Context: an optimization exercise on an open-source flow, tuned for small area, a short achievable clock period and few clock cycles. The choices shown serve that exercise and are no tape-out recipe.
Function was checked by simulation only, so behaviour that the tests miss may differ from the original.
Power is estimated from default activity; no workload was simulated.

File: flow/config.mk
export PLATFORM = sky130hd
export DESIGN_NAME = cpu_top
export DESIGN_NICKNAME = cpu_top
export VERILOG_FILES = /design/flow/design.v
export SDC_FILE = /design/flow/constraint.sdc
export NUM_CORES = 4
export LEC_CHECK = 0
export CAP_MARGIN = 20
export CORE_MARGIN = 2
export CORE_UTILIZATION = 40
export PLACE_DENSITY = 0.6
export SETUP_SLACK_MARGIN = 3.0
export SLEW_MARGIN = 20
export SYNTH_HIERARCHICAL = 1
File: flow/constraint.sdc
create_clock -name core_clock -period 7.0 [get_ports {clk}]
set_input_delay 1.4000 -clock core_clock [delete_from_list [all_inputs] [get_ports {clk}]]
set_output_delay 1.4000 -clock core_clock [all_outputs]
set_load 0.01 [all_outputs]
File: flow/design.v
package cpu_pkg;
    typedef enum logic [5:0] {
        OP_ADD  = 6'h01,
        OP_SUB  = 6'h02,
        OP_AND  = 6'h03,
        OP_OR   = 6'h04,
        OP_SLT  = 6'h05,
        OP_ADDI = 6'h08,
        OP_LW   = 6'h10,
        OP_SW   = 6'h11,
        OP_BEQZ = 6'h12,
        OP_BNEZ = 6'h13,
        OP_J    = 6'h14,
        OP_HALT = 6'h3f
    } opcode_e;
    typedef enum logic [2:0] {
        ALU_ADD,
        ALU_SUB,
        ALU_AND,
        ALU_OR,
        ALU_SLT
    } alu_op_e;
    typedef enum logic [1:0] {
        FWD_REG,
        FWD_MEM,
        FWD_WB
    } fwd_sel_e;
endpackage
`timescale 1ns/100ps
module exec_unit #(
    parameter int W = 32
) (
    input  logic [W-1:0] a,
    input  logic [W-1:0] b,
    input  logic         cin,
    output logic [W-1:0] s
);
    localparam int LV = (W > 16) ? 5 : (W > 8) ? 4 : (W > 4) ? 3 : (W > 2) ? 2 : 1;
    logic [W-1:0] p;
    logic [W-1:0] g [0:LV];
    logic [W-1:0] t [0:LV];
    assign p    = a ^ b;
    assign g[0] = (a & b) | {{(W-1){1'b0}}, p[0] & cin};
    assign t[0] = p;
    for (genvar l = 0; l < LV; l++) begin : g_lvl
        localparam int D = 1 << l;
        for (genvar i = 0; i < W; i++) begin : g_bit
            if (i >= D) begin : g_op
                assign g[l+1][i] = g[l][i] | (t[l][i] & g[l][i-D]);
                assign t[l+1][i] = t[l][i] & t[l][i-D];
            end else begin : g_pass
                assign g[l+1][i] = g[l][i];
                assign t[l+1][i] = t[l][i];
            end
        end
    end
    assign s = p ^ {g[LV][W-2:0], cin};
endmodule
module addr_hi (
    input  logic [15:0] base_hi,
    input  logic        sign,
    output logic [15:0] up,
    output logic [15:0] dn
);
    logic [15:0] inc, dec;
    assign inc = base_hi + 16'd1;
    assign dec = base_hi - 16'd1;
    assign up  = sign ? base_hi : inc;
    assign dn  = sign ? dec : base_hi;
endmodule
module add_nc #(
    parameter int W = 16
) (
    input  logic [W-1:0] a,
    input  logic [W-1:0] b,
    output logic [W-1:0] s,
    output logic         co
);
    localparam int LV = (W > 16) ? 5 : (W > 8) ? 4 : (W > 4) ? 3 : (W > 2) ? 2 : 1;
    logic [W-1:0] p;
    logic [W-1:0] g [0:LV];
    logic [W-1:0] t [0:LV];
    assign p    = a ^ b;
    assign g[0] = a & b;
    assign t[0] = p;
    for (genvar l = 0; l < LV; l++) begin : g_lvl
        localparam int D = 1 << l;
        for (genvar i = 0; i < W; i++) begin : g_bit
            if (l == 0 && i == 1) begin : g_b1
                assign g[l+1][i] = (a[1] & b[1]) | (a[1] & a[0] & b[0]) | (b[1] & a[0] & b[0]);
                assign t[l+1][i] = t[l][i] & t[l][i-D];
            end else if (i >= D) begin : g_op
                assign g[l+1][i] = g[l][i] | (t[l][i] & g[l][i-D]);
                assign t[l+1][i] = t[l][i] & t[l][i-D];
            end else begin : g_pass
                assign g[l+1][i] = g[l][i];
                assign t[l+1][i] = t[l][i];
            end
        end
    end
    assign s  = p ^ {g[LV][W-2:0], 1'b0};
    assign co = g[LV][W-1];
endmodule
`timescale 1ns/100ps
module regfile (
    input  logic               clk,
    input  logic               rst_n,
    input  logic [5-1:0] rs1,
    input  logic [5-1:0] rs2,
    output logic [32-1:0]   bus_a,
    output logic [32-1:0]   bus_b,
    output logic               zero_a,
    input  logic [5-1:0] rd,
    input  logic [32-1:0]   wr_data,
    input  logic               wr_zero,
    input  logic               wr_en
);
    localparam int NREGS = 1 << 5;
    logic [32-1:0] wdata;
    logic             wnz;
    logic [32-1:0] q [1:NREGS-1];
    logic             nz [1:NREGS-1];
    logic             nz_a;
    assign wdata = rst_n ? wr_data : '0;
    assign wnz   = rst_n && !wr_zero;
    for (genvar i = 1; i < NREGS; i++) begin : g_reg
        always_ff @(posedge clk) begin
            if (!rst_n || (wr_en && rd == i)) begin
                q[i]  <= wdata;
                nz[i] <= wnz;
            end
        end
    end
    always_comb begin
        bus_a = '0;
        bus_b = '0;
        nz_a  = 1'b0;
        for (int i = 1; i < NREGS; i++) begin
            bus_a = bus_a | (q[i] & {32{rs1 == i}});
            bus_b = bus_b | (q[i] & {32{rs2 == i}});
            nz_a  = nz_a | (nz[i] && rs1 == i);
        end
    end
    assign zero_a = !nz_a;
endmodule
`timescale 1ns/100ps
module cpu_top (
    input  logic             clk,
    input  logic             rst_n,
    input  logic [32-1:0] instr,
    output logic [32-1:0] i_addr,
    input  logic [32-1:0] mem_rd_data,
    output logic [32-1:0] mem_addr,
    output logic [32-1:0] mem_wr_data,
    output logic             mem_wr,
    output logic             halted
);
    localparam int PW = 32 - 2;    
    logic [PW-1:0]      pc;
    logic               e_valid;
    logic               e_wr;
    logic [5-1:0] e_dest;
    logic               e_ld, e_st;
    logic               e_and, e_or, e_slt, e_cin;
    logic [32-1:0]   e_a, e_b;
    logic [15:0]        e_ad_lo, e_ad_up, e_ad_dn;    
    logic               e_ad_c16;
    logic             e_lt;
    logic [32-1:0] e_sum, e_alu, e_res;
    exec_unit #(.W(32)) u_add (.a(e_a), .b(e_b), .cin(e_cin), .s(e_sum));
    assign e_lt = (e_a[32-1] == e_b[32-1]) ? e_a[32-1] : e_sum[32-1];
    always_comb begin
        if (e_and)
            e_alu = e_a & e_b;
        else if (e_or)
            e_alu = e_a | e_b;
        else if (e_slt)
            e_alu = {{(32-1){1'b0}}, e_lt};
        else
            e_alu = e_sum;
    end
    assign e_res = e_ld ? mem_rd_data : e_alu;
    logic [32-1:0] e_p;
    logic             e_sum_zero, e_res_zero;
    assign e_p        = e_a ^ e_b;
    assign e_sum_zero = (e_p[0] == e_cin) && (e_p[32-1:1] == (e_a[32-2:0] | e_b[32-2:0]));
    always_comb begin
        if (e_ld)
            e_res_zero = (mem_rd_data == '0);
        else if (e_and)
            e_res_zero = ((e_a & e_b) == '0);
        else if (e_or)
            e_res_zero = ((e_a | e_b) == '0);
        else if (e_slt)
            e_res_zero = !e_lt;
        else
            e_res_zero = e_sum_zero;
    end
    assign mem_addr    = {e_ad_c16 ? e_ad_up : e_ad_dn, e_ad_lo};
    assign mem_wr_data = e_b;
    assign mem_wr      = e_valid && e_st;
    assign i_addr = {pc, 2'b00};
    logic [5:0]         op;
    logic [5-1:0] rs, rt, f_dest;
    logic [32-1:0]   imm;
    logic               is_r, is_addi, is_lw, is_sw, is_beqz, is_bnez, is_j, is_halt;
    logic               is_sub, is_and, is_or, is_slt, f_wr;
    logic [32-1:0]   rf_a, rf_b, f_a, f_b;
    logic               rf_zero_a;
    assign op  = instr[31:26];
    assign rs  = instr[25:21];
    assign rt  = instr[20:16];
    assign imm = {{(32-16){instr[15]}}, instr[15:0]};
    assign is_r    = (op == 6'h01) || (op == 6'h02) || (op == 6'h03) || (op == 6'h04) || (op == 6'h05);
    assign is_sub  = (op == 6'h02);
    assign is_and  = (op == 6'h03);
    assign is_or   = (op == 6'h04);
    assign is_slt  = (op == 6'h05);
    assign is_addi = (op == 6'h08);
    assign is_lw   = (op == 6'h10);
    assign is_sw   = (op == 6'h11);
    assign is_beqz = (op == 6'h12);
    assign is_bnez = (op == 6'h13);
    assign is_j    = (op == 6'h14);
    assign is_halt = (op == 6'h3f);
    assign f_dest = is_r ? instr[15:11] : rt;
    assign f_wr   = (is_r || is_addi || is_lw) && (f_dest != '0);
    regfile u_regfile (
        .clk(clk), .rst_n(rst_n),
        .rs1(rs), .rs2(rt), .bus_a(rf_a), .bus_b(rf_b), .zero_a(rf_zero_a),
        .rd(e_dest), .wr_data(e_res), .wr_zero(e_res_zero), .wr_en(e_valid && e_wr)
    );
    logic hit_a, hit_b, f_zero;
    assign hit_a  = e_valid && e_wr && e_dest == rs;
    assign hit_b  = e_valid && e_wr && e_dest == rt;
    assign f_a    = hit_a ? e_res : rf_a;
    assign f_b    = hit_b ? e_res : rf_b;
    assign f_zero = hit_a ? e_res_zero : rf_zero_a;
    logic [15:0] ad_lo, ad_up, ad_dn;
    logic        ad_c16, stall;
    add_nc #(.W(16)) u_adlo (.a(rf_a[15:0]), .b(imm[15:0]), .s(ad_lo), .co(ad_c16));
    addr_hi u_adhi (.base_hi(rf_a[31:16]), .sign(imm[15]), .up(ad_up), .dn(ad_dn));
    assign stall = (is_lw || is_sw) && hit_a;
    logic          f_taken;
    logic [PW-1:0] f_seq, f_target;
    assign f_taken = is_j || (is_beqz && f_zero) || (is_bnez && !f_zero);
    assign f_seq   = pc + 1'b1;
    exec_unit #(.W(PW)) u_tgt (.a(pc), .b(imm[PW-1:0]), .cin(1'b1), .s(f_target));
    always_ff @(posedge clk) begin
        if (!rst_n) begin
            pc      <= '0;
            e_valid <= 1'b0;
            halted  <= 1'b0;
        end else if (!halted) begin
            if (!stall && !is_halt)
                pc <= f_taken ? f_target : f_seq;
            e_valid <= !is_halt && !stall;
            halted  <= is_halt;
        end
    end
    always_ff @(posedge clk) begin
        e_wr     <= f_wr;
        e_dest   <= f_dest;
        e_ld     <= is_lw;
        e_st     <= is_sw;
        e_and    <= is_and;
        e_or     <= is_or;
        e_slt    <= is_slt;
        e_cin    <= is_sub || is_slt;
        e_a      <= f_a;
        e_b      <= (is_addi || is_lw) ? imm : ((is_sub || is_slt) ? ~f_b : f_b);
        e_ad_lo  <= ad_lo;
        e_ad_c16 <= ad_c16;
        e_ad_up  <= ad_up;
        e_ad_dn  <= ad_dn;
    end
endmodule
File: flow/run.sh
#!/bin/bash
# synth_recipe.tcl (not shown) runs the flow's synth.tcl, then flattens the netlist and writes it again
# the make line also repeats each setting of config.mk as NAME=value (left out here)
make -C /OpenROAD-flow-scripts/flow DESIGN_CONFIG=/design/flow/config.mk WORK_HOME=/design/flow/orfs CLKGATE_MAP_FILE= SYNTH_SCRIPT=/design/flow/synth_recipe.tcl finish
==> results.toml, run 1 <==
[run_status]
status = "complete, no violations"

[final_layout]
area_delta_synth_final_pct = 21.8
final_common_cell = "edfxtp_1"
nets = 5440
final_cell_mix = "edfxtp_1, a22oi_1, buf_4"
drive_above_1_share_pct = 20.7

[clock_tree]
cts_made_buffers = 134
cts_num_sinks = 1180
cts_buffer_depth = 3
hold_buffers = 0
path_clk_slew_ns = 0.06
clkLatencyLatePin_ns = 0.81
cts_tree = "yes"
cts_root_buffer = "clkbuf_16"
h-tree-depth = 4

[setup_path]
rr_startpoint = "e_b[24]"
end_kind = "flop"
ff2ff_setup_slack_ns = 2.96
worstPathMaxFanout = 18
critical_path_class = "in -> reg"
r2r_cells = 17
cp.required_ns = 7.65
worstSetupStartpointType = "input port"
worstReg2RegEnd = "pc[15]"
arrival_ns = 4.81

[power_and_ir_drop]
internal_power_mw = 18.4
ir_drop_v = 0.000296
leakagePower_nw = 27.1
powerDensity_nw_per_um2 = 395
seq_power_share_pct = 45.2
pwr-share-comb_pct = 29.6
p_clk_share_pct = 25.2
p_sw_share_pct = 35.8
switchingPower_mw = 10.3

[synthesis]
synth_area_um2 = 59700
synth-adder-area-share_pct = 3.09
synth-compound-area-share_pct = 16.1
synth_edf_count = 1023
yosysSeqAreaShare_pct = 56.7
synth_xor_area_share_pct = 2.43
ys_types = 129
netlist_instances = 4895
synth-simple-area-share_pct = 12.5
synth_flop_cell = "edfxtp_1"
synth_top_family_by_area = "compound AO/OA/AOI/OAI gates"
async_reset_ff_share_pct = 0
synth.avg_cell_area_um2 = 12.2
yosysWarnings = 19
synth_mux_area_share_pct = 5.88
ys_ff_latch = 1180

[global_route]
gr-usage-all-layers_pct = 36.9
antenna_found_initial = 20
grt_max_degree = 65
overflow = 0
grt_pass1_vias = 48900
grt_pass1_wl_um = 391000

[floorplanning]
die_area_um2 = 152000
num_io_pins = 164
rows = 141
die_h_um = 390
core_um2 = 148000
dieWidth_um = 390
start_util_pct = 40.4

[sta]
skew_ns = 0.0394
post-route-min-period_ns = 4.16
tightestPinTransition_ns = 1.28
setup_ws_ns = 2.84
relSlewSlack_pct = 14.3
tns_ns = 0
hold_viol = 0
finalCritPeriodShare_pct = 59.5
fmax_ghz = 0.240
drv_slew = 0
setup_viol = 0
rsz0062_at_grt = "yes"

[hold_path]
min_path_cells = 2
min_to = "e_valid"
min_from = "halted"
holdCritPathClass = "reg -> reg"

[place]
dp_slack_ns = 1.18
dp_hpwl_um = 178000
gp_congestion = 1.00
port_buffers = 161

[detailed_routing]
ant_nets = 0
drt_iter0_drc = 10400
via_per_inst = 7.25
wl_per_cell_um = 40.2
detail_route.first_pass.iterations = 9
drcViolationCount = 0
routed_wl_um = 293000
via_count = 52800

[flow_run]
drv_cap = 0
-- routing by layer --
layer  global-route usage (%)  wire length (µm)
met1                     45.1            102000
met2                     52.5            120000
met3                     15.5             46000
met4                     25.1             24600
met5                    0.510               650
-- cells by family after synthesis --
family / after synthesis
AND/OR/NAND/NOR: 1319
AO/OA/AOI/OAI: 1307
flip-flops: 1180
buffers and inverters: 448
multiplexers: 328
XOR/XNOR: 166
adder cells (fa/ha/maj): 145
other: 2
-- cell type report --
cell class,count,area (µm²)
Inverter,96,365
Antenna cell,19,47.5
Tap cell,1930,2410
Clock buffer,164,3540
Timing Repair Buffer,534,5540
Clock inverter,78,917
Sequential cell,1180,33900
Fill cell,12800,75300
Multi-Input combinational cell,3283,26000
-- cells in the mapped netlist (46+ instances only) --
| master | count | area share [%] |
|---|---|---|
| and3_1 | 212 | 2.2 |
| nor4_1 | 60 | 0.63 |
| nor3_1 | 53 | 0.44 |
| nand4_1 | 140 | 1.5 |
| o22ai_1 | 56 | 0.59 |
| inv_1 | 95 | 0.60 |
| mux2_2 | 100 | 1.9 |
| a2111oi_0 | 57 | 0.84 |
| mux2i_1 | 216 | 3.6 |
| a22o_1 | 75 | 1.1 |
| xor2_1 | 46 | 0.67 |
| nand3_1 | 135 | 1.1 |
| a21oi_1 | 177 | 1.5 |
| dfxtp_1 | 157 | 5.3 |
| edfxtp_1 | 1023 | 51 |
| o21ai_0 | 123 | 1.0 |
| clkbuf_1 | 209 | 1.3 |
| a22oi_1 | 455 | 5.7 |
| nor2_1 | 196 | 1.2 |
| ha_1 | 141 | 3.0 |
| xnor2_1 | 120 | 1.8 |
| and2_1 | 70 | 0.73 |
| buf_2 | 75 | 0.63 |
| nand2_1 | 219 | 1.4 |
-- state kept, by name (all words and copies together) (netlist names) --
| name | cells |
|---|---|
| u_regfile.q | 992 |
| e_a | 32 |
| e_b | 32 |
| u_regfile.nz | 31 |
| pc | 30 |
| e_ad_dn | 16 |
| e_ad_lo | 16 |
| e_ad_up | 16 |
| e_dest | 5 |
| e_ad_c16 | 1 |
| e_and | 1 |
| e_cin | 1 |
| e_ld | 1 |
| e_or | 1 |
| e_slt | 1 |
| e_st | 1 |
| e_valid | 1 |
| e_wr | 1 |
| halted | 1 |
-- worst max-delay path: stages --
cell,delay [ns]
clkdlybuf4s50_1,0.45
buf_12,0.17
nor2_4,0.56
and2_2,0.76
buf_12,0.31
a22oi_1,0.13
and4_1,0.21
nand4_1,0.33
mux2i_1,0.17
xnor2_1,0.18
a21oi_1,0.08
-- modules after synthesis, one instance, submodules excluded, excerpt --
module / flip-flops and latches / area (µm²) / cells inside / copies in the design
regfile: 1023 / 45500 / 3125 / 1
cpu_top: 157 / 9200 / 1062 / 1
addr_hi: 0 / 718 / 100 / 1
-- what timing repair did --
action	CTS	global route
cloned	23	6
pin swaps	36	56
setup buffers	84	64
setup endpoints to repair	1054	848
gates resized for setup	288	180
-- power groups by stage --
stage               sequential [mW]  combinational, mW  clock, mW
floorplan                      12.1               4.40          0
global placement               12.9               7.41          0
detailed placement             12.9               7.43          0
CTS                            12.8               7.82       7.25
global route                   13.1               8.82       7.53
finish                         13.0               8.50       7.25
-- how the worst max path moves through the flow --
| stage | from | end | depth (start not counted) |
|---|---|---|---|
| 2_1_floorplan | instr[23] | e_ad_lo[14] | 15 |
| 3_3_place_gp | instr[23] | pc[15] | 15 |
| 3_5_place_dp | instr[23] | e_ad_up[11] | 11 |
| 4_1_cts | e_b[17] | pc[15] | 17 |
| 5_1_grt | instr[23] | pc[15] | 17 |
| 6_report | instr[20] | e_b[25] | 11 |
-- metrics by stage --
step	hold WS, ns	instances	power [mW]	utilization, %	cell area [µm²]
2_1_floorplan	0.440	4896	16.5	-	60400
3_3_place_gp	0.492	6846	20.3	43.7	64700
3_5_place_dp	0.510	6846	20.3	43.7	64700
4_1_cts	0.515	7195	27.9	48.2	71300
5_1_grt	0.550	7267	29.4	49.1	72700
6_report	0.518	7284	28.7	49.1	72700
Testbench counts, summed over its fixed seeds: cycles 349,410.
==> inputs of run 2 (changes only) <==
--- a/flow/config.mk
+++ b/flow/config.mk
@@ -11,3 +11,3 @@
 export PLACE_DENSITY = 0.6
-export SETUP_SLACK_MARGIN = 3.0
+export SETUP_SLACK_MARGIN = 3.5
 export SLEW_MARGIN = 20
==> run 2 against run 1 <==
Effect of this change:
- still clean on timing, DRC and antenna
- fmax rose by 0.89%
- critical path depth rose by 4
- final area rose by 4.4%
- critical endpoint is now pc[1]
==> results.toml, run 2 <==
[run_status]
status = "complete, no violations"

[place]
port_buffers = 161
dp_hpwl_um = 173000
dp_slack_ns = 1.20
gp_congestion = 1.01

[setup_path]
critPathSlowestCell = "nor3_1"
crit_buf_inv = 5
worstSetupStartpointType = "input port"
cp.required_ns = 7.69
end_kind = "flop"
cp-startpoint = "instr[23]"
cpPeakStageDelay_ns = 0.59
path_delay_family = "compound AO/OA/AOI/OAI gates"
critical_path_class = "in -> reg"
rr_startpoint = "e_b[25]"
worstPathMaxFanout = 13
crit_chain = "buf_16, buf_4, mux4_2, a22oi_1, o2111ai_1, nor3_1, inv_1, a31o_2, o31ai_1, a21oi_2, mux2i_4, buf_6, buf_4, and3_4, o31a_1"
arrival_ns = 4.82
crit_top_cell = "buf_4"

[hold_path]
min_from = "halted"
holdCritPathClass = "reg -> reg"

[detailed_routing]
wirelength_met1_um = 101000
via_per_inst = 7.25
routed_wl_um = 298000
wl_met3_um = 48000
drt_iter0_drc = 10900
detail_route.first_pass.iterations = 12
met2RoutedLength_um = 121000
drcViolationCount = 0
routed.top_layer = "met5"
wl_per_cell_um = 39.9
ant_nets = 0
via_count = 54100

[flow_run]
drv_cap = 0

[floorplanning]
dieWidth_um = 390
die_h_um = 390
start_util_pct = 40.4
num_io_pins = 164
die_area_um2 = 152000
rows = 141
core_um2 = 148000

[synthesis]
synth_xor_area_share_pct = 2.43
yosysSeqAreaShare_pct = 56.7
post-synth-top-count-cell = "edfxtp_1"
async_reset_ff_share_pct = 0
ys_types = 129
synth_area_um2 = 59700
synth_edf_count = 1023
ys_ff_latch = 1180
synthTopCellsByArea = "edfxtp_1, a22oi_1, dfxtp_1, mux2i_1, ha_1"
synth_mux_area_share_pct = 5.88
netlist_instances = 4895
synth_flop_cell = "edfxtp_1"
synth_top_family_by_area = "compound AO/OA/AOI/OAI gates"
yosysTopAreaCell = "edfxtp_1"
synth-simple-area-share_pct = 12.5
synth_commonest_cells = "edfxtp_1, a22oi_1, nand2_1"
synth.avg_cell_area_um2 = 12.2
synth-adder-area-share_pct = 3.09
yosysWarnings = 19
synth_top_area_share_pct = 51.4
synth-compound-area-share_pct = 16.1

[clock_tree]
hold_buffers = 0
path_clk_slew_ns = 0.06
cts_root_buffer = "clkbuf_16"
cts_made_buffers = 133
cts_num_sinks = 1180
clkLatencyLatePin_ns = 0.83
cts_tree = "yes"
h-tree-depth = 4
cts_buffer_depth = 3

[sta]
hold_viol = 0
post-route-min-period_ns = 4.13
setup_viol = 0
tns_ns = 0
rsz0062_at_grt = "yes"
tightestPinTransition_ns = 1.17
setup_ws_ns = 2.87
finalCritPeriodShare_pct = 59.0
fmax_ghz = 0.242
skew_ns = 0.0596
drv_slew = 0
relSlewSlack_pct = 22.1

[final_layout]
post-route-util_pct = 51.3
final_common_cell = "edfxtp_1"
drive_above_1_share_pct = 25.9
nets = 5623
regMostFlops = "u_regfile.q"
largest_reg_flops = 992
final_cell_mix = "edfxtp_1, a22oi_1, buf_4"
n_fill_cell = 12500
largest_registers = "u_regfile.q (992), e_a (32), e_b (32)"
area_delta_synth_final_pct = 27.1

[power_and_ir_drop]
ir_drop_v = 0.000268
internal_power_mw = 18.8
powerDensity_nw_per_um2 = 390
leakagePower_nw = 28.6
seq_power_share_pct = 43.8
p_clk_share_pct = 23.7
p_sw_share_pct = 36.5
pwr-share-comb_pct = 32.5
switchingPower_mw = 10.8

[global_route]
grt_pass1_vias = 49600
overflow = 0
grt_max_degree = 50
grt_pass1_wl_um = 394000
antenna_found_initial = 20
gr-usage-all-layers_pct = 37.2
==> run 2: cell count changes in the layout (fill, tap and decap cells not counted), sizes merged, moves of 2 or more <==
| cell | change |
|---|---|
| buf | +166 |
| clkbuf | -4 |
| diode | -3 |
| and3b | -2 |
| clkdlybuf4s50 | -18 |
| and2 | +23 |
| inv | +4 |
| nor2 | -2 |
| bufinv | -7 |
| dlygate4sd2 | +17 |
| clkinv | +7 |
| bufbuf | -2 |
==> run 2: cell families (layout without fill, tap and decap cells) <==
group                      count (synthesis)  after routing
AOI/OAI and AO/OA                       1307           1307
xor gates and xnor gates                 166            166
adders and majority gates                145            145
buffers and inverters                    448           1035
DFF                                     1180           1180
muxes                                    328            328
other                                      2             19
and+or+nand+nor                         1319           1353
==> run 2: through the flow <==
stage	std cells	power [mW]	instance area, µm²	hold slack, ns
after floorplan	4896	16.6	60600	0.440
after global placement	6837	20.4	64800	0.493
after detailed placement	6837	20.4	64800	0.506
after CTS	7342	28.2	73800	0.514
after global routing	7451	30.2	75900	0.530
final	7463	29.6	75900	0.514
==> run 2: what timing repair did <==
action,in CTS,in global routing
endpoints found under the setup margin,1090,996
cloned,35,23
gates resized for setup,591,255
setup buffers,230,82
pin swaps,144,142
==> run 2: tightest hold or removal path, stage by stage, from the launching register on <==
cell     delay, ns
dfxtp_1       0.33
nand2_1       0.07
a21oi_1       0.06
==> run 2: path summary, 6_finish.rpt <==
path | depth (start not counted) | slack (ns) | to
setup / recovery | 15 | 2.87 | pc[1]
hold / removal | 2 | 0.51 | e_valid
setup reg to reg | 17 | 2.98 | pc[1]
hold reg to reg | 2 | 0.51 | e_valid
==> run 2: final cells by class <==
| class | instances | area [µm²] | share of cell area, % |
|---|---|---|---|
| inverters | 96 | 370 | 0.488 |
| multi-input cells | 3302 | 27200 | 35.8 |
| clock buffers | 159 | 3520 | 4.63 |
| clock inverters | 81 | 781 | 1.03 |
| diodes | 16 | 40.0 | 0.0527 |
| well taps | 1930 | 2410 | 3.18 |
| repair buffers | 699 | 7700 | 10.1 |
| flip-flops and latches | 1180 | 33900 | 44.7 |
==> run 2: metal layers <==
layer / GRT usage, % / vias to the layer above
met5: 2.55 / -
met4: 25.5 / 14
met3: 16.4 / 1693
met2: 53.1 / 5543
met1: 44.9 / 26100
li1: - / 20700
==> run 2: per-module statistics from Yosys (local to each module, per instance), a selection <==
| module | flops+latches | times used | area, µm² |
|---|---|---|---|
| regfile | 1023 | 1 | 45500 |
| cpu_top | 157 | 1 | 9200 |
| addr_hi | 0 | 1 | 718 |
==> run 2: power by group through the flow <==
stage | Combinational (mW) | Clock, mW | Sequential [mW]
global route | 9.92 | 7.26 | 13.1
detailed placement | 7.53 | 0 | 12.9
floorplan | 4.45 | 0 | 12.1
CTS | 8.42 | 6.99 | 12.8
global placement | 7.49 | 0 | 12.9
finish | 9.60 | 7.02 | 13.0
==> inputs of run 3 (changes only) <==
--- a/flow/design.v
+++ b/flow/design.v
@@ -120,13 +120,12 @@
     logic             wnz;
-    logic [32-1:0] q [1:NREGS-1];
-    logic             nz [1:NREGS-1];
-    logic             nz_a;
+    logic [32:0]   q [NREGS];      
+    logic [NREGS-1:0] sel_a, sel_b;
+    logic [32:0]   rd_a, rd_b;
     assign wdata = rst_n ? wr_data : '0;
     assign wnz   = rst_n && !wr_zero;
+    assign q[0]  = '0;
     for (genvar i = 1; i < NREGS; i++) begin : g_reg
         always_ff @(posedge clk) begin
-            if (!rst_n || (wr_en && rd == i)) begin
-                q[i]  <= wdata;
-                nz[i] <= wnz;
-            end
+            if (!rst_n || (wr_en && rd == i))
+                q[i] <= {wnz, wdata};
         end
@@ -134,12 +133,72 @@
     always_comb begin
-        bus_a = '0;
-        bus_b = '0;
-        nz_a  = 1'b0;
-        for (int i = 1; i < NREGS; i++) begin
-            bus_a = bus_a | (q[i] & {32{rs1 == i}});
-            bus_b = bus_b | (q[i] & {32{rs2 == i}});
-            nz_a  = nz_a | (nz[i] && rs1 == i);
+        for (int i = 0; i < NREGS; i++) begin
+            sel_a[i] = (rs1 == i);
+            sel_b[i] = (rs2 == i);
         end
     end
-    assign zero_a = !nz_a;
+    for (genvar j = 0; j <= 32; j++) begin : g_bit
+        logic [NREGS-1:0] col;
+        for (genvar i = 0; i < NREGS; i++) begin : g_col
+            assign col[i] = q[i][j];
+        end
+        rf_read u_ra (.d(col), .sel(sel_a), .y(rd_a[j]));
+        if (j < 32) begin : g_b
+            rf_read u_rb (.d(col), .sel(sel_b), .y(rd_b[j]));
+        end else begin : g_nb
+            assign rd_b[j] = 1'b0;
+        end
+    end
+    assign bus_a  = rd_a[32-1:0];
+    assign bus_b  = rd_b[32-1:0];
+    assign zero_a = !rd_a[32];
+endmodule
+module rf_read (
+    input  logic [31:0] d,
+    input  logic [31:0] sel,
+    output logic        y
+);
+    logic [10:0] t;     
+    logic [2:0]  u;     
+    for (genvar k = 0; k < 10; k++) begin : g_tri
+        rf_aoi222 u_t (
+            .a1(d[3*k+1]), .a2(sel[3*k+1]),
+            .b1(d[3*k+2]), .b2(sel[3*k+2]),
+            .c1(d[3*k+3]), .c2(sel[3*k+3]),
+            .y(t[k]));
+    end
+    rf_nand2 u_t10 (.a(d[31]), .b(sel[31]), .y(t[10]));
+    rf_nand4 u_u0 (.a(t[0]), .b(t[1]), .c(t[2]), .d(t[3]), .y(u[0]));
+    rf_nand4 u_u1 (.a(t[4]), .b(t[5]), .c(t[6]), .d(t[7]), .y(u[1]));
+    rf_nand3 u_u2 (.a(t[8]), .b(t[9]), .c(t[10]), .y(u[2]));
+    rf_or3   u_y  (.a(u[0]), .b(u[1]), .c(u[2]), .y(y));
+endmodule
+module rf_aoi222 (
+    input  logic a1, a2, b1, b2, c1, c2,
+    output logic y
+);
+    assign y = !((a1 && a2) || (b1 && b2) || (c1 && c2));
+endmodule
+module rf_nand4 (
+    input  logic a, b, c, d,
+    output logic y
+);
+    assign y = !(a && b && c && d);
+endmodule
+module rf_nand3 (
+    input  logic a, b, c,
+    output logic y
+);
+    assign y = !(a && b && c);
+endmodule
+module rf_nand2 (
+    input  logic a, b,
+    output logic y
+);
+    assign y = !(a && b);
+endmodule
+module rf_or3 (
+    input  logic a, b, c,
+    output logic y
+);
+    assign y = a || b || c;
 endmodule
@@ -186,14 +245,14 @@
     assign e_sum_zero = (e_p[0] == e_cin) && (e_p[32-1:1] == (e_a[32-2:0] | e_b[32-2:0]));
+    logic e_byp_zero;
     always_comb begin
         if (e_ld)
-            e_res_zero = (mem_rd_data == '0);
+            e_byp_zero = (mem_rd_data == '0);
         else if (e_and)
-            e_res_zero = ((e_a & e_b) == '0);
+            e_byp_zero = ((e_a & e_b) == '0);
         else if (e_or)
-            e_res_zero = ((e_a | e_b) == '0);
-        else if (e_slt)
-            e_res_zero = !e_lt;
+            e_byp_zero = ((e_a | e_b) == '0);
         else
-            e_res_zero = e_sum_zero;
+            e_byp_zero = e_sum_zero;
     end
+    assign e_res_zero = e_slt ? !e_lt : e_byp_zero;
     assign mem_addr    = {e_ad_c16 ? e_ad_up : e_ad_dn, e_ad_lo};
@@ -237,3 +296,3 @@
     assign f_b    = hit_b ? e_res : rf_b;
-    assign f_zero = hit_a ? e_res_zero : rf_zero_a;
+    assign f_zero = hit_a ? e_byp_zero : rf_zero_a;
     logic [15:0] ad_lo, ad_up, ad_dn;
@@ -242,3 +301,3 @@
     addr_hi u_adhi (.base_hi(rf_a[31:16]), .sign(imm[15]), .up(ad_up), .dn(ad_dn));
-    assign stall = (is_lw || is_sw) && hit_a;
+    assign stall = ((is_lw || is_sw) || ((is_beqz || is_bnez) && e_slt)) && hit_a;
     logic          f_taken;
--- a/flow/config.mk
+++ b/flow/config.mk
@@ -11,3 +11,3 @@
 export PLACE_DENSITY = 0.6
-export SETUP_SLACK_MARGIN = 3.5
+export SETUP_SLACK_MARGIN = 3.0
 export SLEW_MARGIN = 20
==> run 3 against run 2 <==
Effect of this change:
- core utilization down 2.1 points
- critical path depth is 1 higher
- routed wire length down 29%
- synthesized area down 9.4%
- first-iteration DRC count fell by 12%
- flip-flop and latch count did not move
- register-to-register slack better by 0.02 ns
==> results.toml, run 3 <==
[clock_tree]
clkLatencyLatePin_ns = 0.78
cts_buffer_depth = 3
cts_num_sinks = 1180
cts_root_buffer = "clkbuf_16"
hold_buffers = 0
cts_made_buffers = 119
path_clk_slew_ns = 0.06
h-tree-depth = 3
cts_tree = "yes"

[final_layout]
final_cells = 6277
drive_above_1_share_pct = 19.6
final_area_um2 = 65900
nets = 4615
regMostFlops = "u_regfile.q"
area_delta_synth_final_pct = 21.7
largest_registers = "u_regfile.q (1023), e_a (32), e_b (32)"
final_cell_mix = "edfxtp_1, a222oi_1, buf_4"
largest_reg_flops = 1023
final_common_cell = "edfxtp_1"
n_fill_cell = 11400

[setup_path]
critical_path_class = "in -> reg"
worstSetupStartpointType = "input port"
worstPathMaxFanout = 10
cp.required_ns = 7.61
end_kind = "flop"
arrival_ns = 4.80

[floorplanning]
dieWidth_um = 372
core_um2 = 134000
rows = 134
die_h_um = 372
die_area_um2 = 138000
num_io_pins = 164
start_util_pct = 40.4

[sta]
rsz0062_at_grt = "yes"
fmax_ghz = 0.239
tightestPinTransition_ns = 1.04
setup_viol = 0
skew_ns = 0.0543
finalCritPeriodShare_pct = 59.9
drv_slew = 0
fin_hold_ws_ns = 0.568
tns_ns = 0
hold_viol = 0
post-route-min-period_ns = 4.19
relSlewSlack_pct = 30.8

[power_and_ir_drop]
p_sw_share_pct = 34.1
ir_drop_v = 0.000244
switchingPower_mw = 9.05
powerDensity_nw_per_um2 = 403
p_clk_share_pct = 24.9
power.total_mw = 26.5
leakagePower_nw = 23.6
internal_power_mw = 17.5
pwr-share-comb_pct = 27.7
seq_power_share_pct = 47.4

[synthesis]
netlist_instances = 3933
synth_area_um2 = 54100
synth.avg_cell_area_um2 = 13.8
yosysWarnings = 18

[global_route]
grt_pass1_wl_um = 292000
grt_pass1_vias = 40800
use_met1_pct = 37.7
gr-usage-all-layers_pct = 29.2
top_usage_layer = "met2"
overflow = 0
grt_max_degree = 67
met2_usage_pct = 45.6
grt_util_met3_pct = 8.73
antenna_found_initial = 11

[detailed_routing]
wl_per_cell_um = 33.7
routed_wl_um = 211000
detail_route.first_pass.iterations = 14
drcViolationCount = 0
drt_iter0_drc = 9583
via_per_inst = 6.89
ant_nets = 0
via_count = 43200

[hold_path]
holdCritPathClass = "reg -> reg"

[run_status]
status = "complete, no violations"

[place]
port_buffers = 161
dp.cells = 5870
dp_hpwl_um = 131000
gp_congestion = 0.979
placed_area_um2 = 59300

[flow_run]
drv_cap = 0
==> run 3: cell types whose count changed in the layout (fill, tap and decap cells not counted), moves of 51 or more <==
cell      previous run  this run
nor2_1             167       116
a222oi_1            23       650
a22oi_1            429         5
o22ai_1             54         3
buf_4              344       247
and2_4              80        14
and3_1             197        13
a22o_1              75         0
mux2i_1            210        40
==> run 3: path summary, 6_finish.rpt <==
path              from                 end  slack, ns  cells after the start
min reg2reg     halted             e_valid       0.57                      2
min             halted             e_valid       0.57                      2
max          instr[21]         e_ad_lo[12]       2.81                     16
max reg2reg     e_b[0]  u_regfile.q[5][30]       3.00                     14
==> run 3: cell type report <==
class	count	area, µm²	area share, %
flip-flops and latches	1180	33900	51.4
multi-input cells	2540	21000	31.9
repair buffers	464	4350	6.60
clock buffers	141	3140	4.76
well taps	1768	2210	3.36
clock inverters	84	910	1.38
inverters	99	374	0.568
diodes	1	2.50	0.00380
==> run 3: worst max-delay path, cell delays in order <==
cell and delay [ns]:
buf_6 0.12, nand2b_4 0.14, buf_12 0.14, buf_8 0.14
buf_4 0.14, nor2_4 0.09, a222oi_1 0.33, nand4_1 0.42
or3_4 0.57, ha_4 0.32, and4_4 0.24, nand3_2 0.08
o31ai_2 0.27, a31oi_2 0.08, buf_4 0.17, xnor2_4 0.13
==> run 3: repair_timing <==
item / CTS / global route
buffers inserted: 75 / 86
endpoints found under the setup margin: 930 / 664
endpoints found under the hold margin: 0 / 0
gates resized for setup: 167 / 150
gates cloned: 13 / 7
pin swaps: 61 / 122
==> run 3: per-layer routing <==
layer	vias to the layer above	part of all wire (%)
met4	4	4.3
met1	21200	36
met3	527	15
met2	3472	45
li1	18000	-
met5	-	0.014
==> run 3: metrics by stage <==
step                utilization [%]  setup slack (ns)
floorplan                         -              2.86
global placement               44.2              1.04
detailed placement             44.3              1.00
CTS                            48.2              2.98
global route                   49.2              2.79
finish                         49.2              2.81
==> run 3: power by group through the flow <==
stage                     Combinational, mW  Sequential [mW]  Clock, mW
after detailed placement               6.53             12.7          0
after global routing                   7.75             12.8       6.95
after floorplan                        4.01             12.2          0
after CTS                              6.75             12.5       6.65
final                                  7.34             12.6       6.61
after global placement                 6.48             12.6          0
Testbench counts of run 3, summed over its fixed seeds: cycles 349,546.
==> inputs of run 4 (changes only) <==
--- a/flow/config.mk
+++ b/flow/config.mk
@@ -10,2 +10,4 @@
 export CORE_UTILIZATION = 40
+export CTS_CLUSTER_DIAMETER = 100
+export CTS_CLUSTER_SIZE = 30
 export PLACE_DENSITY = 0.6
==> run 4 against run 3 <==
Effect of this change:
- critical path type unchanged
- critical endpoint unchanged
- first-iteration DRC count fell by 1.7%
- routed wire length is 0.29% lower
- largest power group unchanged
- sequential power hardly changed
- combinational power barely moved
==> results.toml, run 4 <==
[sta]
finalCritPeriodShare_pct = 60.8
tightestPinTransition_ns = 1.14
relSlewSlack_pct = 23.9
drv_slew = 0
post-route-min-period_ns = 4.26
setup_viol = 0
skew_ns = 0.0357
hold_viol = 0
fmax_ghz = 0.235
rsz0062_at_grt = "yes"
tns_ns = 0

[synthesis]
synth_area_um2 = 54100
yosysWarnings = 18
netlist_instances = 3933
synth.avg_cell_area_um2 = 13.8

[clock_tree]
cts_num_sinks = 1180
h-tree-depth = 2
cts_made_buffers = 49
cts_root_buffer = "clkbuf_16"
cts_tree = "yes"
cts_buffer_depth = 3
clkLatencyLatePin_ns = 0.74
path_clk_slew_ns = 0.11

[final_layout]
n_fill_cell = 11700
drive_above_1_share_pct = 17.6
regMostFlops = "u_regfile.q"
final_cell_mix = "edfxtp_1, a222oi_1, buf_4"
largest_registers = "u_regfile.q (1023), e_a (32), e_b (32)"
post-route-util_pct = 47.4
nets = 4542
final_common_cell = "edfxtp_1"
area_delta_synth_final_pct = 17.2
largest_reg_flops = 1023

[floorplanning]
die_area_um2 = 138000
num_io_pins = 164
core_um2 = 134000
rows = 134
start_util_pct = 40.4
dieWidth_um = 372
die_h_um = 372

[detailed_routing]
wl_per_cell_um = 34.4
ant_nets = 0
detail_route.first_pass.iterations = 14
drcViolationCount = 0
via_count = 42800
routed_wl_um = 211000
via_per_inst = 6.98
drt_iter0_drc = 9419

[setup_path]
end_kind = "flop"
worstSetupStartpointType = "input port"
critical_path_class = "in -> reg"
arrival_ns = 4.87
cp.required_ns = 7.61
worstPathMaxFanout = 8

[global_route]
overflow = 0
grt_pass1_wl_um = 289000
grt_max_degree = 67
antenna_found_initial = 12
grt_pass1_vias = 40200
gr-usage-all-layers_pct = 29.0

[hold_path]
holdCritPathClass = "reg -> reg"

[place]
dp_hpwl_um = 131000
gp_congestion = 0.979
port_buffers = 161

[power_and_ir_drop]
power.total_mw = 23.6
leakagePower_nw = 22.4
ir_drop_v = 0.000224
powerDensity_nw_per_um2 = 372

[run_status]
status = "complete, no violations"

[flow_run]
drv_cap = 0
==> run 4: routing by layer <==
layer  track usage [%]  wire length (µm)  up-vias
li1                  -                 -    17800
met1              37.7             76300    21200
met2              45.2             95000     3288
met3              8.22             29700      503
met4              12.5              9650       10
met5                 0                76        -
==> run 4: final timing paths <==
check / to / from / depth (start not counted) / slack [ns]
min: e_valid / halted / 2 / 0.58
max reg2reg: u_regfile.q[27][30] / e_b[0] / 14 / 3.04
max: e_ad_lo[12] / instr[23] / 14 / 2.74
min reg2reg: e_valid / halted / 2 / 0.58
==> run 4: power by group <==
group | internal (mW) | leakage (nW) | switching [mW]
Combinational | 2.58 | 9.95 | 4.76
Clock | 1.42 | 0.740 | 2.32
Sequential | 11.1 | 11.7 | 1.40
Total | 15.1 | 22.4 | 8.49
==> run 4: cell type report <==
| class | count | area (µm²) | area share, % |
|---|---|---|---|
| inverters | 99 | 374 | 0.590 |
| diodes | 5 | 12.5 | 0.0197 |
| repair buffers | 460 | 4380 | 6.91 |
| well taps | 1768 | 2210 | 3.49 |
| clock inverters | 13 | 195 | 0.308 |
| multi-input cells | 2541 | 21000 | 33.2 |
| clock buffers | 69 | 1340 | 2.12 |
| flip-flops and latches | 1180 | 33900 | 53.4 |
==> run 4: timing repair <==
item / CTS / global route
pin swaps: 86 / 104
resized for setup: 205 / 147
gates cloned: 14 / 8
endpoints found under the setup margin: 937 / 703
hold buffers: 0 / 0
buffers inserted: 89 / 67
==> run 4: worst max-delay path, cell delays in order <==
cell,delay [ns]
buf_12,0.12
or3b_4,0.29
buf_4,0.15
buf_8,0.14
nor2_4,0.09
a222oi_1,0.41
nand4_1,0.32
or3_4,0.52
ha_2,0.41
a21o_1,0.16
nand3_1,0.16
a31oi_4,0.24
a31oi_1,0.17
xnor2_1,0.27
==> run 4: stage by stage <==
stage          cells  setup slack [ns]  hold slack (ns)  area (µm²)
2_1_floorplan   3934              2.86            0.445       54600
3_3_place_gp    5868              1.04            0.550       59300
3_5_place_dp    5870              1.00            0.556       59300
4_1_cts         6055              3.00            0.576       62300
5_1_grt         6131              2.79            0.627       63400
6_report        6135              2.74            0.577       63400
==> inputs of run 5 (changes only) <==
--- a/flow/config.mk
+++ b/flow/config.mk
@@ -10,4 +10,4 @@
 export CORE_UTILIZATION = 40
-export CTS_CLUSTER_DIAMETER = 100
-export CTS_CLUSTER_SIZE = 30
+export CTS_CLUSTER_DIAMETER = 70
+export CTS_CLUSTER_SIZE = 22
 export PLACE_DENSITY = 0.6
==> run 5 against run 4 <==
Effect of this change:
- clock skew is 0.0046 ns higher
- worst setup slack worse by 0.033 ns
- flip-flop and latch count is the same
- non-clock buffer count fell by 23
- die area unchanged
- first-iteration DRC count fell by 1.7%
- clock power increased by about 30%
- clock-buffer cell count up 14
- sequential power hardly changed
- fmax shrank 0.77%
- hold slack got worse by 0.0071 ns
- critical path type unchanged
==> results.toml, run 5 <==
[clock_tree]
cts_root_buffer = "clkbuf_16"
h-tree-depth = 3
cts_num_sinks = 1180
cts_buffer_depth = 3
cts_tree = "yes"
cts_made_buffers = 77
clkLatencyLatePin_ns = 0.70
path_clk_slew_ns = 0.09

[synthesis]
yosysWarnings = 18
netlist_instances = 3933
synth_area_um2 = 54100
synth.avg_cell_area_um2 = 13.8

[setup_path]
worstSetupStartpointType = "input port"
r2r_cells = 14
cpPeakStageDelay_ns = 0.53
arrival_ns = 4.84
worstPathMaxFanout = 11
ff2ff_setup_slack_ns = 3.02
crit_buf_inv = 4
end_kind = "flop"
crit_chain = "buf_8, nand2b_4, buf_12, buf_12, nor2_4, buf_4, a222oi_1, nand4_1, or3_4, ha_4, and4_4, nand3_2, o31ai_2, a31oi_2, xnor2_2"
cp.required_ns = 7.55
critical_path_class = "in -> reg"
rr_startpoint = "e_cin"
path_delay_family = "simple AND/OR/NAND/NOR gates"
critPathSlowestCell = "or3_4"
crit_top_cell = "buf_12"
worstReg2RegEnd = "u_regfile.q[13][30]"

[power_and_ir_drop]
powerDensity_nw_per_um2 = 386
leakagePower_nw = 22.8
ir_drop_v = 0.000225

[sta]
post-route-min-period_ns = 4.29
setup_viol = 0
relSlewSlack_pct = 30.1
setup_ws_ns = 2.71
finalCritPeriodShare_pct = 61.3
hold_viol = 0
skew_ns = 0.0403
fmax_ghz = 0.233
tns_ns = 0
drv_slew = 0
rsz0062_at_grt = "yes"
tightestPinTransition_ns = 1.05

[final_layout]
regMostFlops = "u_regfile.q"
largest_registers = "u_regfile.q (1023), e_a (32), e_b (32)"
seq_area_um2 = 33900
largest_reg_flops = 1023
nets = 4546
final_common_cell = "edfxtp_1"
area_delta_synth_final_pct = 18.7
n_fill_cell = 11600
final_cell_mix = "edfxtp_1, a222oi_1, buf_4"
drive_above_1_share_pct = 18.3
multi_input_area_um2 = 21100

[global_route]
gr-usage-all-layers_pct = 29.1
overflow = 0
grt_pass1_wl_um = 291000
grt_max_degree = 67
grt_pass1_vias = 40700
antenna_found_initial = 8

[floorplanning]
core_um2 = 134000
rows = 134
start_util_pct = 40.4
dieWidth_um = 372
num_io_pins = 164
die_h_um = 372
die_area_um2 = 138000

[place]
dp_hpwl_um = 131000
dp_slack_ns = 1.00
port_buffers = 161
gp_congestion = 0.979

[detailed_routing]
wirelength_met1_um = 76100
via_per_inst = 6.99
via_count = 43100
detail_route.first_pass.iterations = 14
wl_per_cell_um = 34.2
drt_iter0_drc = 9261
ant_nets = 0
drcViolationCount = 0
routed.top_layer = "met5"
routed_wl_um = 210000
met2RoutedLength_um = 94400
wl_met3_um = 30500

[run_status]
status = "complete, no violations"

[hold_path]
min_path_cells = 2
holdCritPathClass = "reg -> reg"
min_from = "halted"
min_to = "e_valid"

[flow_run]
drv_cap = 0
[run 5: tightest hold or removal path: stages (launching register included)]
cell	delay, ns
dfxtp_1	0.38
nand2_1	0.09
a21oi_1	0.06
[run 5: layout make-up]
| type | instances | area share (%) |
|---|---|---|
| Sequential cell | 1180 | 52.7 |
| Multi-Input combinational cell | 2540 | 32.8 |
| Timing Repair Buffer | 437 | 6.53 |
| Tap cell | 1768 | 3.44 |
| Clock buffer | 83 | 3.12 |
| Clock inverter | 45 | 0.779 |
| Inverter | 99 | 0.582 |
| Antenna cell | 7 | 0.0273 |
[run 5: how the worst max path moves through the flow]
stage	from	slack (ns)	endpoint	cells past startpoint
after floorplan	instr[23]	2.86	e_ad_lo[14]	12
after global placement	instr[24]	1.04	pc[5]	12
after detailed placement	instr[24]	1.0	pc[24]	12
after CTS	instr[24]	3.00	e_ad_c16	15
after global routing	instr[24]	2.76	e_ad_dn[15]	14
final	instr[21]	2.71	e_ad_lo[12]	15
[run 5: report_power, final]
group | internal (mW) | leakage, nW | switching, mW
registers | 11.1 | 11.7 | 1.40
logic | 2.59 | 9.83 | 4.80
clock network | 2.24 | 1.21 | 2.61
[run 5: timing repair]
action,CTS,global route
buffers inserted,92,40
endpoints found under the setup margin,942,703
gates resized for setup,212,128
pin swaps,90,92
gates cloned,15,7
hold buffers,0,0
[run 5: routing by layer]
metal,up-vias,global-route usage [%]
li1,17800,-
met1,21400,37.8
met2,3303,45.3
met3,532,8.74
met4,2,12.5
met5,-,0
[run 5: per-stage QoR]
stage	utilization (%)	instances	power (mW)	hold slack (ns)	instance area, µm²
2_1_floorplan	-	3934	16.2	0.445	54600
3_3_place_gp	44.2	5868	19.1	0.550	59300
3_5_place_dp	44.3	5870	19.2	0.556	59300
4_1_cts	47.3	6105	24.2	0.573	63400
5_1_grt	47.9	6153	25.7	0.625	64200
6_report	48.0	6159	24.8	0.570	64200
==> inputs of run 6 (changes only) <==
--- a/flow/design.v
+++ b/flow/design.v
@@ -143,3 +143,3 @@
         end
-        rf_read u_ra (.d(col), .sel(sel_a), .y(rd_a[j]));
+        rf_read_fast u_ra (.d(col), .sel(sel_a), .y(rd_a[j]));
         if (j < 32) begin : g_b
@@ -174,2 +174,33 @@
 endmodule
+module rf_read_fast (
+    input  logic [31:0] d,
+    input  logic [31:0] sel,
+    output logic        y
+);
+    logic [15:0] t;     
+    logic [3:0]  u;     
+    logic [1:0]  v;
+    rf_nand2 u_t0 (.a(d[1]), .b(sel[1]), .y(t[0]));
+    for (genvar k = 1; k < 16; k++) begin : g_pair
+        rf_aoi22 u_t (.a1(d[2*k]), .a2(sel[2*k]), .b1(d[2*k+1]), .b2(sel[2*k+1]), .y(t[k]));
+    end
+    for (genvar k = 0; k < 4; k++) begin : g_grp
+        rf_nand4 u_u (.a(t[4*k]), .b(t[4*k+1]), .c(t[4*k+2]), .d(t[4*k+3]), .y(u[k]));
+    end
+    rf_nor2  u_v0 (.a(u[0]), .b(u[1]), .y(v[0]));
+    rf_nor2  u_v1 (.a(u[2]), .b(u[3]), .y(v[1]));
+    rf_nand2 u_y  (.a(v[0]), .b(v[1]), .y(y));
+endmodule
+module rf_aoi22 (
+    input  logic a1, a2, b1, b2,
+    output logic y
+);
+    assign y = !((a1 && a2) || (b1 && b2));
+endmodule
+module rf_nor2 (
+    input  logic a, b,
+    output logic y
+);
+    assign y = !(a || b);
+endmodule
 module rf_aoi222 (
--- a/flow/config.mk
+++ b/flow/config.mk
@@ -10,6 +10,4 @@
 export CORE_UTILIZATION = 40
-export CTS_CLUSTER_DIAMETER = 70
-export CTS_CLUSTER_SIZE = 22
 export PLACE_DENSITY = 0.6
-export SETUP_SLACK_MARGIN = 3.0
+export SETUP_SLACK_MARGIN = 3.25
 export SLEW_MARGIN = 20
==> run 6 against run 5 <==
Effect of this change:
- sequential share of layout area shrank 3.8 points
- still clean on timing, DRC and antenna
- highest routed layer unchanged
- final cell count grew 7.0%
- register-to-register slack gained 0.18 ns
- clock-buffer cell count grew 64
- synthesized cell count grew 6.7%
- die area grew 6.0%
- first-iteration DRC count shrank 27%
==> results.toml, run 6 <==
[setup_path]
crit_chain = "buf_12, nand3b_1, buf_6, nor2_4, buf_12, buf_4, a222oi_1, nand4_1, or3_1, mux2i_1, xnor2_1, a21oi_1"
end_kind = "flop"
path_delay_family = "simple AND/OR/NAND/NOR gates"
rr_startpoint = "e_cin"
worstSetupStartpointType = "input port"
worstReg2RegEnd = "u_regfile.q[31][30]"
r2r_cells = 14
worstPathMaxFanout = 7
cp.required_ns = 7.59
crit_buf_inv = 4
critical_path_class = "in -> reg"
critPathSlowestCell = "a222oi_1"
cpPeakStageDelay_ns = 0.68
crit_top_cell = "buf_12"
arrival_ns = 4.45
ff2ff_setup_slack_ns = 3.20

[final_layout]
largest_registers = "u_regfile.q (1023), e_a (32), e_b (32)"
final_cells = 6592
regMostFlops = "u_regfile.q"
final_common_cell = "edfxtp_1"
drive_above_1_share_pct = 30.1
nets = 4794
seq_area_um2 = 33900
largest_reg_flops = 1023
final_area_um2 = 69400
area_delta_synth_final_pct = 20.8
final_cell_mix = "edfxtp_1, a22oi_2, a222oi_1"
multi_input_area_um2 = 24700
n_fill_cell = 12300

[power_and_ir_drop]
leakagePower_nw = 23.8
ir_drop_v = 0.000267
power.total_mw = 27.2
powerDensity_nw_per_um2 = 392

[synthesis]
synth_area_um2 = 57400
yosysWarnings = 18
netlist_instances = 4197
synth.avg_cell_area_um2 = 13.7

[global_route]
gr-usage-all-layers_pct = 27.7
overflow = 0
grt_pass1_vias = 41500
grt_pass1_wl_um = 299000
antenna_found_initial = 13
grt_max_degree = 67

[hold_path]
holdCritPathClass = "reg -> reg"
min_path_cells = 2
min_from = "halted"
min_to = "e_valid"

[clock_tree]
cts_buffer_depth = 3
cts_root_buffer = "clkbuf_16"
h-tree-depth = 3
path_clk_slew_ns = 0.06
cts_num_sinks = 1180
cts_tree = "yes"
hold_buffers = 0
clkLatencyLatePin_ns = 0.76
cts_made_buffers = 118

[detailed_routing]
drcViolationCount = 0
detail_route.first_pass.iterations = 10
ant_nets = 0
routed_wl_um = 213000
via_count = 43600
via_per_inst = 6.62
drt_iter0_drc = 6775
wl_per_cell_um = 32.3

[sta]
rsz0062_at_grt = "yes"
finalCritPeriodShare_pct = 55.1
fin_hold_ws_ns = 0.549
relSlewSlack_pct = 26.7
tns_ns = 0
hold_viol = 0
drv_slew = 0
skew_ns = 0.0439
fmax_ghz = 0.259
post-route-min-period_ns = 3.86
setup_viol = 0
tightestPinTransition_ns = 1.10

[run_status]
status = "complete, no violations"

[place]
placed_area_um2 = 62700
dp_hpwl_um = 141000
dp.cells = 6249
port_buffers = 161
gp_congestion = 0.952

[floorplanning]
num_io_pins = 164
dieWidth_um = 383
start_util_pct = 40.1
die_h_um = 383
rows = 139
die_area_um2 = 147000
core_um2 = 143000

[flow_run]
drv_cap = 0
[run 6: worst max path at each step]
stage                     depth (start not counted)  slack, ns                  end       from
after floorplan                                  13       2.71               pc[18]  instr[24]
after global placement                           12       1.16               pc[29]  instr[24]
after detailed placement                         12       1.08               pc[29]  instr[24]
after CTS                                        15       3.14               pc[26]   instr[0]
after global routing                             14       3.15  u_regfile.q[27][30]      e_cin
final                                            12       3.14              e_b[11]  instr[19]
[run 6: layout make-up]
type / instances / share of cell area (%)
Sequential cell: 1180 / 48.9
Multi-Input combinational cell: 2796 / 35.6
Timing Repair Buffer: 388 / 5.68
Clock buffer: 147 / 4.72
Tap cell: 1903 / 3.43
Clock inverter: 77 / 1.13
Inverter: 99 / 0.536
Antenna cell: 2 / 0.00722
[run 6: worst reg2reg max path, cell delays in order, from the launching register on]
cell	delay, ns
dfxtp_2	0.33
fa_2	0.42
fa_2	0.41
a21oi_4	0.21
o211ai_1	0.20
a21oi_2	0.25
a211oi_4	0.11
a41o_1	0.29
nor3_4	0.22
a21oi_2	0.09
a21oi_2	0.13
nor2_2	0.06
o31ai_4	0.36
and2_4	0.37
clkbuf_16	0.22
[run 6: report_power, final]
group | switching, mW | total (mW) | leakage [nW] | internal, mW
registers | 1.81 | 13.0 | 11.7 | 11.2
logic | 4.92 | 7.56 | 10.0 | 2.63
clock network | 2.85 | 6.62 | 1.98 | 3.77
[run 6: per-stage QoR]
stage                     utilization, %  setup slack [ns]
after floorplan                        -              2.71
after global routing                48.5              3.15
final                               48.5              3.14
after global placement              43.8              1.16
after CTS                           47.6              3.14
after detailed placement            43.8              1.08
[run 6: repair_timing]
item / 4_1_cts / 5_1_grt
pin swaps: 58 / 69
hold endpoints to repair: 0 / 0
cloned: 9 / 11
setup buffers: 56 / 41
resized for setup: 300 / 222
setup endpoints to repair: 1034 / 842
[run 6: metal layers]
layer  vias to the layer above  share of wire [%]  global-route usage, %
met1                     22000                 39                   37.2
li1                      18400                  -                      -
met2                      2790                 46                   43.2
met5                         -              0.021                      0
met4                         8                3.8                   11.0
met3                       460                 12                   6.61
Testbench counts of run 6, summed over its fixed seeds: cycles 349,546.
==> inputs of run 7 (changes only) <==
--- a/flow/config.mk
+++ b/flow/config.mk
@@ -10,2 +10,4 @@
 export CORE_UTILIZATION = 40
+export CTS_CLUSTER_DIAMETER = 70
+export CTS_CLUSTER_SIZE = 22
 export PLACE_DENSITY = 0.6
==> run 7 against run 6 <==
Effect of this change:
- core utilization down 0.60 points
- combinational power up 0.9%
- sequential share of layout area up 0.62 points
- clock skew down 0.011 ns
- sequential power about the same
- non-clock buffer count up 51
- largest cell class unchanged
==> results.toml, run 7 <==
[floorplanning]
dieWidth_um = 383
num_io_pins = 164
rows = 139
die_area_um2 = 147000
die_h_um = 383
start_util_pct = 40.1
core_um2 = 143000

[place]
placed_area_um2 = 62700
dp_hpwl_um = 141000
port_buffers = 161
gp_congestion = 0.952
dp_slack_ns = 1.08
dp.cells = 6249

[detailed_routing]
via_count = 43500
wl_per_cell_um = 32.7
via_per_inst = 6.66
ant_nets = 0
routed_wl_um = 214000
drcViolationCount = 0
drt_iter0_drc = 6875
detail_route.first_pass.iterations = 10

[global_route]
gr-usage-all-layers_pct = 27.5
overflow = 0
grt_pass1_vias = 40800
grt_pass1_wl_um = 295000
grt_max_degree = 67
antenna_found_initial = 7

[clock_tree]
cts_tree = "yes"
cts_made_buffers = 73
h-tree-depth = 3
cts_num_sinks = 1180
cts_buffer_depth = 3
cts_root_buffer = "clkbuf_16"
clkLatencyLatePin_ns = 0.71
hold_buffers = 0
path_clk_slew_ns = 0.09

[sta]
setup_viol = 0
rsz0062_at_grt = "yes"
skew_ns = 0.0332
tns_ns = 0
post-route-min-period_ns = 3.86
tightestPinTransition_ns = 1.14
finalCritPeriodShare_pct = 55.2
relSlewSlack_pct = 24.0
hold_viol = 0
fin_hold_ws_ns = 0.520
setup_ws_ns = 3.14
fmax_ghz = 0.259
drv_slew = 0

[final_layout]
regMostFlops = "u_regfile.q"
antenna_cells = 0
final_common_cell = "edfxtp_1"
largest_reg_flops = 1023
area_delta_synth_final_pct = 19.3
drive_above_1_share_pct = 29.9
final_area_um2 = 68500
final_cell_mix = "edfxtp_1, a22oi_2, a222oi_1"
largest_registers = "u_regfile.q (1023), e_a (32), e_b (32)"
nets = 4798
final_cells = 6532

[setup_path]
path_delay_family = "simple AND/OR/NAND/NOR gates"
ff2ff_setup_slack_ns = 3.19
cpPeakStageDelay_ns = 0.71
crit_buf_inv = 3
crit_top_cell = "buf_4"
crit_chain = "buf_6, nand2b_4, buf_4, nor2_2, buf_4, a222oi_1, nand4_1, or3_1, mux2i_1, xnor2_1, a21oi_1"
worstPathMaxFanout = 32
arrival_ns = 4.42
cp.required_ns = 7.55
critPathSlowestCell = "or3_1"
critical_path_class = "in -> reg"
worstSetupStartpointType = "input port"
end_kind = "flop"

[power_and_ir_drop]
internal_power_mw = 16.1
leakagePower_nw = 23.3
ir_drop_v = 0.000243
seq_power_share_pct = 51.3
switchingPower_mw = 9.30
powerDensity_nw_per_um2 = 370
pwr-share-comb_pct = 30.1
p_clk_share_pct = 18.6
p_sw_share_pct = 36.7

[run_status]
status = "complete, no violations"

[flow_run]
drv_cap = 0

[synthesis]
netlist_instances = 4197
synth_area_um2 = 57400
yosysWarnings = 18
synth.avg_cell_area_um2 = 13.7

[hold_path]
holdCritPathClass = "reg -> reg"
-- run 7: worst register-to-register path, delay by kind of cell, from the launching register on --
kind	cells	cell delay (ns)
buffers and inverters	1	0.24
muxes	2	0.45
adders and majority gates	1	0.26
AOI/OAI and AO/OA	6	1.19
and+or+nand+nor	4	1.01
DFF	1	0.40
-- run 7: power groups by stage --
stage | clock network (mW) | registers (mW) | logic, mW
floorplan | 0 | 12.6 | 4.08
global placement | 0 | 13.1 | 6.67
detailed placement | 0 | 13.1 | 6.72
CTS | 4.79 | 12.9 | 7.04
global route | 5.00 | 13.2 | 8.12
finish | 4.73 | 13.0 | 7.63
-- run 7: per-layer routing --
metal	vias to the layer above	GRT usage, %	wire (µm)	part of all wire [%]
li1	18300	-	-	-
met1	22000	37.3	83800	39
met2	2808	43.0	97300	46
met3	427	6.18	24300	11
met4	6	9.92	8350	3.9
met5	-	0	36	0.017
-- run 7: area by class of cell --
cell class / count / area (µm²)
Timing Repair Buffer: 439 / 4660
Clock buffer: 86 / 1960
Fill cell: 12400 / 74600
Tap cell: 1903 / 2380
Inverter: 99 / 374
Multi-Input combinational cell: 2794 / 24800
Sequential cell: 1180 / 33900
Clock inverter: 31 / 404
-- run 7: stage by stage --
step,util [%],total power [mW]
3_3_place_gp,43.8,19.7
2_1_floorplan,-,16.7
3_5_place_dp,43.8,19.8
6_report,47.9,25.4
5_1_grt,47.9,26.4
4_1_cts,46.5,24.8
-- run 7: path summary, 6_finish.rpt --
path	depth (start not counted)	end	startpoint
worst max-delay path	11	e_b[31]	instr[17]
worst min-delay path	2	e_valid	halted
worst max register to register	14	u_regfile.q[14][0]	e_a[24]
worst min register to register	2	e_valid	halted
-- run 7: what timing repair did --
action                      CTS  global route
cloned                        7            20
buffers inserted             65            73
gates resized for setup     347           254
pin swaps                    77            97
setup endpoints to repair  1018           844
==> inputs of run 8 (changes only) <==
--- a/flow/config.mk
+++ b/flow/config.mk
@@ -12,3 +12,3 @@
 export CTS_CLUSTER_SIZE = 22
-export PLACE_DENSITY = 0.6
+export PLACE_DENSITY = 0.72
 export SETUP_SLACK_MARGIN = 3.25
==> run 8 against run 7 <==
Effect of this change:
- clock power is 8.7% lower
- routed wire length shrank 11%
- power down 2.2%
- synthesized cell count did not move
- critical path type unchanged
- still clean on timing, DRC and antenna
- die area did not move
- largest power group unchanged
- hold slack gained 0.0087 ns
==> results.toml, run 8 <==
[power_and_ir_drop]
powerDensity_nw_per_um2 = 368
ir_drop_v = 0.000172
switchingPower_mw = 8.97
leakagePower_nw = 22.9
p_clk_share_pct = 17.4
internal_power_mw = 15.8
pwr-share-comb_pct = 30.2
p_sw_share_pct = 36.1
seq_power_share_pct = 52.4

[sta]
tns_ns = 0
skew_ns = 0.0467
fin_hold_ws_ns = 0.529
fmax_ghz = 0.258
rsz0062_at_grt = "yes"
drv_slew = 0
post-route-min-period_ns = 3.87
finalCritPeriodShare_pct = 55.3
tightestPinTransition_ns = 1.06
setup_viol = 0
relSlewSlack_pct = 29.5
hold_viol = 0
setup_ws_ns = 3.13

[clock_tree]
cts_buffer_depth = 3
cts_tree = "yes"
hold_buffers = 0
path_clk_slew_ns = 0.09
h-tree-depth = 3
cts_num_sinks = 1180
cts_made_buffers = 68
clkLatencyLatePin_ns = 0.70
cts_root_buffer = "clkbuf_16"

[place]
port_buffers = 161
gp_congestion = 0.982
dp_slack_ns = 0.973
dp_hpwl_um = 133000

[global_route]
grt_pass1_vias = 40600
met2_usage_pct = 40.3
grt_pass1_wl_um = 274000
grt_util_met3_pct = 3.59
gr-usage-all-layers_pct = 24.6
top_usage_layer = "met2"
use_met1_pct = 33.2
antenna_found_initial = 7
grt_max_degree = 51
overflow = 0

[synthesis]
synth_area_um2 = 57400
netlist_instances = 4197
yosysWarnings = 18
synth.avg_cell_area_um2 = 13.7

[final_layout]
nets = 4763
area_delta_synth_final_pct = 17.5
final_common_cell = "edfxtp_1"
post-route-util_pct = 47.2
largest_reg_flops = 1023
final_cell_mix = "edfxtp_1, a22oi_2, a222oi_1"
regMostFlops = "u_regfile.q"
largest_registers = "u_regfile.q (1023), e_a (32), e_b (32)"
n_fill_cell = 12300
drive_above_1_share_pct = 28.6

[floorplanning]
die_h_um = 383
num_io_pins = 164
dieWidth_um = 383
core_um2 = 143000
start_util_pct = 40.1
rows = 139
die_area_um2 = 147000

[detailed_routing]
drt_iter0_drc = 6336
routed_wl_um = 189000
detail_route.first_pass.iterations = 13
drcViolationCount = 0
via_count = 42500
wl_per_cell_um = 29.2
via_per_inst = 6.56
ant_nets = 0

[setup_path]
critical_path_class = "in -> reg"
critPathSlowestCell = "a222oi_1"
endpoint = "e_b[30]"
path_depth = 10
crit_chain = "clkdlybuf4s18_2, or3_1, nor2_2, buf_4, a222oi_1, nand4_1, or3_1, mux2i_1, xnor2_1, a21oi_1"
r2r_cells = 15
worstReg2RegEnd = "e_b[30]"
cpPeakStageDelay_ns = 0.58
cp.required_ns = 7.54
worstSetupStartpointType = "input port"
path_delay_family = "simple AND/OR/NAND/NOR gates"
cp-startpoint = "instr[18]"
end_kind = "flop"
arrival_ns = 4.41
crit_top_cell = "or3_1"
crit_buf_inv = 2
ff2ff_setup_slack_ns = 3.15
worstPathMaxFanout = 32
rr_startpoint = "e_b[0]"

[run_status]
status = "complete, no violations"

[flow_run]
drv_cap = 0

[hold_path]
holdCritPathClass = "reg -> reg"
run 8: through the flow:
step	cell area (µm²)	instances	total power, mW
after floorplan	58000	4198	16.7
after global placement	62600	6243	19.5
after detailed placement	62700	6249	19.7
after CTS	66100	6423	24.3
after global routing	67500	6485	25.7
final	67500	6486	24.8
run 8: worst min path at each step:
stage                        from       to  cells past startpoint  slack [ns]
after floorplan           e_valid  e_valid                      2        0.44
after global placement     halted  e_valid                      2        0.49
after detailed placement   halted  e_valid                      2        0.51
after CTS                  halted  e_valid                      2        0.53
after global routing       halted  e_valid                      2        0.55
final                      halted  e_valid                      2        0.53
run 8: power groups by stage:
stage / combinational, mW / sequential [mW] / clock, mW
floorplan: 4.08 / 12.6 / 0
global placement: 6.49 / 13.0 / 0
detailed placement: 6.60 / 13.1 / 0
CTS: 7.01 / 12.9 / 4.35
global route: 7.96 / 13.2 / 4.57
finish: 7.49 / 13.0 / 4.32
run 8: final cells by class:
class,count,area (µm²),share of cell area [%]
clock buffer,83,1840,2.73
tap,1903,2380,3.53
antenna,2,5.00,0.00741
clock inverter,16,216,0.321
timing repair buffer,402,4130,6.12
inverter,99,372,0.550
multi-input combinational,2801,24600,36.5
sequential,1180,33900,50.2
run 8: worst register-to-register path, delay by kind of cell (launching register included):
| family | cells | cell delay [ns] |
|---|---|---|
| adders and majority gates | 2 | 0.80 |
| xor gates and xnor gates | 1 | 0.30 |
| and+or+nand+nor | 2 | 0.29 |
| AOI/OAI and AO/OA | 9 | 1.84 |
| DFF | 1 | 0.36 |
| muxes | 1 | 0.15 |
run 8: repair_timing:
| action | CTS | global route |
|---|---|---|
| pin swaps | 63 | 86 |
| setup buffers | 61 | 50 |
| endpoints found under the setup margin | 952 | 873 |
| gates resized for setup | 299 | 217 |
| cloned | 14 | 5 |
run 8: metal layers:
metal / share of wire [%] / vias to the layer above
met3: 11 / 401
li1: - / 18200
met5: 0.024 / -
met2: 47 / 2658
met4: 3.9 / 8
met1: 38 / 21200

afterwards: timing with drivers on the ports:
Ports are ideal in the flow. The routed layouts listed here were re-timed in OpenROAD.
Step 1 assumes that a clkbuf_16 drives the clock port and a buf_2 every other input.
Step 2 moves the port delays by t, midway between the first and last clock arrival at a register: inputs arrive t later, outputs are due t later. That takes back most of the time a late clock gives input paths.
a / b / c = ideal / step 1 / step 2; a / b = the first two.
run | t, ns | setup slack, ns | hold slack, ns
run 1 | 0.877 | 2.835 / 2.808 / 1.931 | 0.518 / 0.518 / 0.518
run 2 | 0.880 | 2.872 / 2.636 / 1.756 | 0.514 / 0.514 / 0.514
run 3 | 0.832 | 2.810 / 2.693 / 1.862 | 0.568 / 0.568 / 0.568
run 4 | 0.793 | 2.744 / 2.701 / 1.908 | 0.577 / 0.577 / 0.577
run 5 | 0.764 | 2.711 / 2.649 / 1.885 | 0.570 / 0.570 / 0.570
run 6 | 0.816 | 3.140 / 3.026 / 2.210 | 0.549 / 0.549 / 0.549
run 7 | 0.778 | 3.138 / 3.030 / 2.252 | 0.520 / 0.520 / 0.520
run 8 | 0.756 | 3.130 / 3.151 / 2.421 | 0.529 / 0.529 / 0.529
After both steps setup and hold are still met in every run listed. For run 2, which loses most, drivers alone change the setup slack by -0.236 ns; drivers and shift together by -1.116 ns.
